This is an optimization exercise on Yosys and OpenROAD, whose aim is small area, a short achievable clock period and few clock cycles per item, not a production implementation.
At most, simulation tests tie the RTL to the original design; equivalence was not proved.

Design ex_stage_mdu, start of the top module:
module ex_stage_mdu (
    input  logic        clock,
    input  logic        reset,
    input  logic        in_valid,
    output logic        in_ready,
    input  logic [4:0]  op,
    input  logic [31:0] operand_a,
    input  logic [31:0] operand_b,
    input  logic [1:0]  fwd_sel_a,
    input  logic [1:0]  fwd_sel_b,
    input  logic [31:0] wb_data,
    input  logic        is_jump,
    input  logic [31:0] pt_wdata_in,
    input  logic [4:0]  pt_rd_in,
    input  logic [31:0] pt_pc_in,
    input  logic        mem_stall,
    input  logic        flush,
    output logic        out_valid,
    output logic [31:0] res_out,
    output logic [31:0] pt_wdata_out,
    output logic [4:0]  pt_rd_out,
    output logic [31:0] pt_pc_out,
    output logic        redirect_valid,
    output logic [31:0] redirect_addr,
    output logic        busy
);
    localparam int K = 4;
    localparam int CW = 3;             
    logic [31:0] op_a, op_b;
    always_comb begin
        case (fwd_sel_a)
            2'd1:    op_a = res_out;
            2'd2:    op_a = wb_data;
            default: op_a = operand_a;
        endcase
        case (fwd_sel_b)
            2'd1:    op_b = res_out;
            2'd2:    op_b = wb_data;
            default: op_b = operand_b;
        endcase
    end
    logic is_div, is_single, is_mul, is_mulh, fire;
  ...
Size: about 8100 cells after synthesis, ~280 flip-flops, ~320 I/O pins, about 58000 um2 of cells after synthesis.
clock: 16.0 ns
lec_check: 0
abc_area: 1
cap_margin: 20
core_margin: 2
core_utilization: 30
setup_slack_margin: 2.0
slew_margin: 40
synth_hierarchical: 1
synth_minimum_keep_size: 0
standard.sh (not shown) runs the stock make flow with config.mk's settings and CLKGATE_MAP_FILE= SYNTH_SCRIPT=/design/flow/synth_recipe.tcl, a recipe that flattens the netlist after the stock synthesis.
==> flow/flow/run.sh <==
#!/bin/bash
# Standard ORFS layout; ports are buffered with a regular buffer instead of
# the delay cell buffer_ports picks by default.
set -euo pipefail
bash standard.sh "BUFFER_PORTS_ARGS=-buffer_cell sky130_fd_sc_hd__buf_2" finish > orfs_make.log 2>&1
Testbench counts at the start, summed over its fixed seeds: cycles 171,619, instrs 160,000.
Change:
--- a/flow/design.v
+++ b/flow/design.v
@@ -701,37 +701,42 @@
     logic [32:0] a_minus_b;
     assign d_signed = (op == 5'd14) || (op == 5'd16);
     assign d_remop  = (op == 5'd16) || (op == 5'd17);
     assign a_neg    = d_signed && op_a[31];
     assign b_neg    = d_signed && op_b[31];
     assign abs_a    = a_neg ? (~op_a + 32'd1) : op_a;
     assign dvx      = b_neg ? op_b : ~op_b;
     assign dcin     = !b_neg;
     assign b_mag1   = ~dvx;
     assign a_minus_b = {1'b0, abs_a} + {1'b1, dvx} + {32'd0, dcin};
     assign b_zero   = (op_b == 32'd0);
-    assign d_fast   = b_zero || a_minus_b[32];
-    logic [31:0] fast_res;
-    assign fast_res = d_remop ? op_a : {32{b_zero}};
     function automatic logic [5:0] clz32(input logic [31:0] x);
         logic [5:0] n;
         n = 6'd32;
         for (int i = 0; i < 32; i++) if (x[i]) n = 31 - i;
         clz32 = n;
     endfunction
     logic [5:0] clz_a, clz_b, pdiff;
     logic [2:0] m1;
     assign clz_a = clz32(abs_a);
     assign clz_b = clz32(b_mag1);            
     assign pdiff = clz_b - clz_a;            
     assign m1    = pdiff[5] ? 3'd7 : pdiff[4:2];   
+    logic d_one;
+    assign d_one    = !b_zero && (pdiff == 6'd0) && !a_minus_b[32] && !(d_remop && a_neg);
+    assign d_fast   = b_zero || a_minus_b[32] || d_one;
+    logic [31:0] fast_res;
+    always_comb begin
+        if (d_one) fast_res = d_remop ? a_minus_b[31:0] : {{31{a_neg ^ b_neg}}, 1'b1};
+        else       fast_res = d_remop ? op_a : {32{b_zero}};
+    end
     logic [63:0] norm;
     assign norm = {4'd0, abs_a, 28'd0} >> {m1, 2'b00};
     logic [31:0] rem, quo, dvs;
     logic        dvc;
     logic [CW-1:0] cnt;
     logic        q_neg, r_sel;
     logic [31:0] d_wdata, d_pc;
     logic [4:0]  d_rd;
     logic [31:0] rem_s [0:K];
     logic [31:0] quo_s [0:K];
     logic [32:0] diff_s [0:K-1];
Area after synthesis came out higher by a few percent.
Setup slack got worse by 14 ps.
Flip-flop and latch count is unchanged.
Sequential share of layout area came out lower by 0.23 points.
Non-clock buffer count came out lower by 92.
Only the layout flow was run in the second run of this note; the RTL was not checked for function there.

========
## v24
Another version of the RTL of ex_stage_mdu (not shown whole).
For scale: ~8800 cells after synthesis, about 280 flip-flops, roughly 320 I/O pins, ~60000 um2 of cells after synthesis.
Settings: LEC_CHECK=0, ABC_AREA=1, CAP_MARGIN=20, CORE_MARGIN=2, CORE_UTILIZATION=30, SETUP_SLACK_MARGIN=2.0, SLEW_MARGIN=40, SYNTH_HIERARCHICAL=1, SYNTH_MINIMUM_KEEP_SIZE=0; clock period 16.0 ns.
==> flow/flow/run.sh <==
#!/bin/bash
# Standard ORFS layout; ports are buffered with a regular buffer instead of
# the delay cell buffer_ports picks by default.
set -euo pipefail
bash standard.sh "BUFFER_PORTS_ARGS=-buffer_cell sky130_fd_sc_hd__buf_4" finish > orfs_make.log 2>&1
v24 completed; timing, DRC and antenna clean
Testbench counts of v24, summed over its fixed seeds: cycles 174,192, instrs 160,000.
diff inputs: v24 => v28
diff --git a/flow/design.v b/flow/design.v
--- a/flow/design.v
+++ b/flow/design.v
@@ -711,23 +711,29 @@
         logic [5:0] n;
         n = 6'd32;
         for (int i = 0; i < 32; i++) if (x[i]) n = 31 - i;
         clz32 = n;
     endfunction
     logic [5:0] clz_a, clz_b, pdiff;
     logic [3:0] m1;
     assign clz_a = clz32(abs_a);
     assign clz_b = clz32(abs_b);
     assign pdiff = clz_b - clz_a;            
-    assign m1    = 4'(pdiff[4:0] / 5'd3);    
-    logic [64:0] norm;
-    assign norm = {3'd0, abs_a, 30'd0} >> (m1 * 3);
+    always_comb begin                        
+        m1 = 4'd0;
+        for (int i = 1; i < 11; i++) if (pdiff[4:0] >= 5'(3 * i)) m1 = 4'(i);
+    end
+    logic [64:0] norm, nsh0, nsh1, nsh2;
+    assign nsh0 = m1[0] ? {3'd0, 3'd0, abs_a, 27'd0} : {3'd0, abs_a, 30'd0};
+    assign nsh1 = m1[1] ? {6'd0, nsh0[64:6]} : nsh0;
+    assign nsh2 = m1[2] ? {12'd0, nsh1[64:12]} : nsh1;
+    assign norm = m1[3] ? {24'd0, nsh2[64:24]} : nsh2;
     logic [31:0] rem, dvs;
     logic [32:0] quo;
     logic [CW-1:0] cnt;
     logic        q_neg, r_sel;
     logic [31:0] d_wdata, d_pc;
     logic [4:0]  d_rd;
     logic [31:0] rem_s [0:K];
     logic [32:0] quo_s [0:K];
     logic [32:0] diff_s [0:K-1];
     always_comb begin
--- outcome ---
Compared with v24, v28 shows overall global routing resource usage lower by 0.78 points.
As far as number of failing setup endpoints in the final timing report goes, v28 and v24 are indistinguishable; the numbers are identical.
From v24 to v28 the numbers moved as follows: worst stage delay on the critical path shows an increase of 0.03 ns; share of the core filled with cells shows a reduction of 0.85 points.
Taking v24 as the reference, in v28 critical path depth went up by 14%; final instance area went down by about 4.7%; fraction of the mapped netlist area in simple logic gates went down by 1.7 points; post-placement setup slack went down by 0.087 ns; smallest setup slack after layout went up by 0.046 ns.
On number of core rows: v28 sits below v24.
v24 reports its end point of the critical path as redirect_addr[5] while v28 reports redirect_addr[18].
Comparing wire length for v28 and v24, the bigger number came from v24.
Summary: with v24 as the reference, number of non-clock buffers in v28 moved down by more than 10%.
Only the layout flow was run in v28; the RTL was not checked for function there.

========
ex_stage_mdu with an RTL version that a note above also has.
Size: roughly 8,900 cells after synthesis, roughly 280 flip-flops, ~320 I/O pins, about 61,000 um2 of cells after synthesis.
## ex_stage_mdu
module ex_stage_mdu (
    input  logic        clock,
    input  logic        reset,
    input  logic        in_valid,
    output logic        in_ready,
    input  logic [4:0]  op,
    input  logic [31:0] operand_a,
    input  logic [31:0] operand_b,
    input  logic [1:0]  fwd_sel_a,
    input  logic [1:0]  fwd_sel_b,
    input  logic [31:0] wb_data,
    input  logic        is_jump,
    input  logic [31:0] pt_wdata_in,
    input  logic [4:0]  pt_rd_in,
    input  logic [31:0] pt_pc_in,
    input  logic        mem_stall,
    input  logic        flush,
    output logic        out_valid,
    output logic [31:0] res_out,
    output logic [31:0] pt_wdata_out,
    output logic [4:0]  pt_rd_out,
    output logic [31:0] pt_pc_out,
    output logic        redirect_valid,
    output logic [31:0] redirect_addr,
    output logic        busy
);
clock: 16.0 ns
lec_check: 0
abc_area: 1
cap_margin: 20
core_margin: 2
core_utilization: 30
place_density: 0.9
setup_slack_margin: 2.0
slew_margin: 40
synth_hierarchical: 1
synth_minimum_keep_size: 0
==> flow/flow/run.sh <==
#!/bin/bash
# Standard ORFS layout; ports are buffered with a regular buffer instead of
# the delay cell buffer_ports picks by default.
set -euo pipefail
bash standard.sh "BUFFER_PORTS_ARGS=-buffer_cell sky130_fd_sc_hd__buf_2" finish > orfs_make.log 2>&1
Change:
--- a/flow/design.v
+++ b/flow/design.v
@@ -702,40 +702,35 @@
     assign d_signed = (op == 5'd14) || (op == 5'd16);
     assign d_remop  = (op == 5'd16) || (op == 5'd17);
     assign a_neg    = d_signed && op_a[31];
     assign b_neg    = d_signed && op_b[31];
     assign abs_a    = a_neg ? (~op_a + 32'd1) : op_a;
     assign dvx      = b_neg ? op_b : ~op_b;
     assign dcin     = !b_neg;
     assign b_mag1   = ~dvx;
     assign a_minus_b = {1'b0, abs_a} + {1'b1, dvx} + {32'd0, dcin};
     assign b_zero   = (op_b == 32'd0);
+    assign d_fast   = b_zero || a_minus_b[32];
+    logic [31:0] fast_res;
+    assign fast_res = d_remop ? op_a : {32{b_zero}};
     function automatic logic [5:0] clz32(input logic [31:0] x);
         logic [5:0] n;
         n = 6'd32;
         for (int i = 0; i < 32; i++) if (x[i]) n = 31 - i;
         clz32 = n;
     endfunction
     logic [5:0] clz_a, clz_b, pdiff;
     logic [2:0] m1;
     assign clz_a = clz32(abs_a);
     assign clz_b = clz32(b_mag1);            
     assign pdiff = clz_b - clz_a;            
     assign m1    = pdiff[5] ? 3'd7 : pdiff[4:2];   
-    logic d_one;
-    assign d_one    = !b_zero && (pdiff == 6'd0) && !a_minus_b[32] && !(d_remop && a_neg);
-    assign d_fast   = b_zero || a_minus_b[32] || d_one;
-    logic [31:0] fast_res;
-    always_comb begin
-        if (d_one) fast_res = d_remop ? a_minus_b[31:0] : {{31{a_neg ^ b_neg}}, 1'b1};
-        else       fast_res = d_remop ? op_a : {32{b_zero}};
-    end
     logic [63:0] norm;
     assign norm = {4'd0, abs_a, 28'd0} >> {m1, 2'b00};
     logic [31:0] rem, quo, dvs;
     logic        dvc;
     logic [CW-1:0] cnt;
     logic        q_neg, r_sel;
     logic [31:0] d_wdata, d_pc;
     logic [4:0]  d_rd;
     logic [31:0] rem_s [0:K];
     logic [31:0] quo_s [0:K];
Outcome: First-iteration DRC count fell by about 2.3%. Sequential share of layout area goes up by 0.18 points. Clock-buffer cell count goes down by 1. Sequential cell count stays the same. Synthesized area goes down by about 4.7%.
Testbench counts after the change, summed over its fixed seeds: cycles 171,619, instrs 160,000.
Function not checked in the first run of this note: the RTL went through the layout flow alone.

## what the ideal ports hide
In the flow no input, the clock included, has a driving cell. The finished layouts below were timed again as built, in two steps.
Step 1 sets driving cells, clkbuf_16 on the clock port and buf_2 on the other inputs (assumed; they add their load-dependent delay and slew).
Step 2 moves the port delays by t, midway between the first and last clock arrival at a register: inputs arrive t later, outputs are due t later. That takes back most of the time a late clock gives input paths.
Slacks: no drivers / after step 1 / after step 2; pairs: no drivers / after step 1.
| run | t (ns) | slack for setup (ns) | worst hold slack (ns) | clock arrival spread, ns | worst slew at a driven data input, ns |
|---|---|---|---|---|---|
| the first run of note 1 | 0.665 | 2.117 / 2.096 / 2.096 | 0.455 / 0.455 / 0.455 | 0.034 / 0.033 | 0.14 |
| the second run of note 1 | 0.685 | 2.103 / 2.077 / 2.077 | 0.462 / 0.462 / 0.462 | 0.050 / 0.050 | 0.08 |
| v24 | 0.607 | 2.054 / 1.981 / 1.981 | 0.460 / 0.460 / 0.460 | 0.037 / 0.037 | 0.16 |
| v28 | 0.617 | 2.100 / 2.073 / 2.073 | 0.460 / 0.460 / 0.460 | 0.022 / 0.022 | 0.10 |
| the first run of note 3 | 0.653 | 1.994 / 1.968 / 1.968 | 0.463 / 0.463 / 0.463 | 0.068 / 0.069 | 0.08 |
| the second run of note 3 | 0.639 | 1.997 / 1.975 / 1.975 | 0.459 / 0.459 / 0.459 | 0.045 / 0.045 | 0.12 |
After both steps setup and hold are still met in every run listed. The setup slack of v24, which loses most, moves by -0.073 ns with the drivers and by -0.073 ns with both steps.
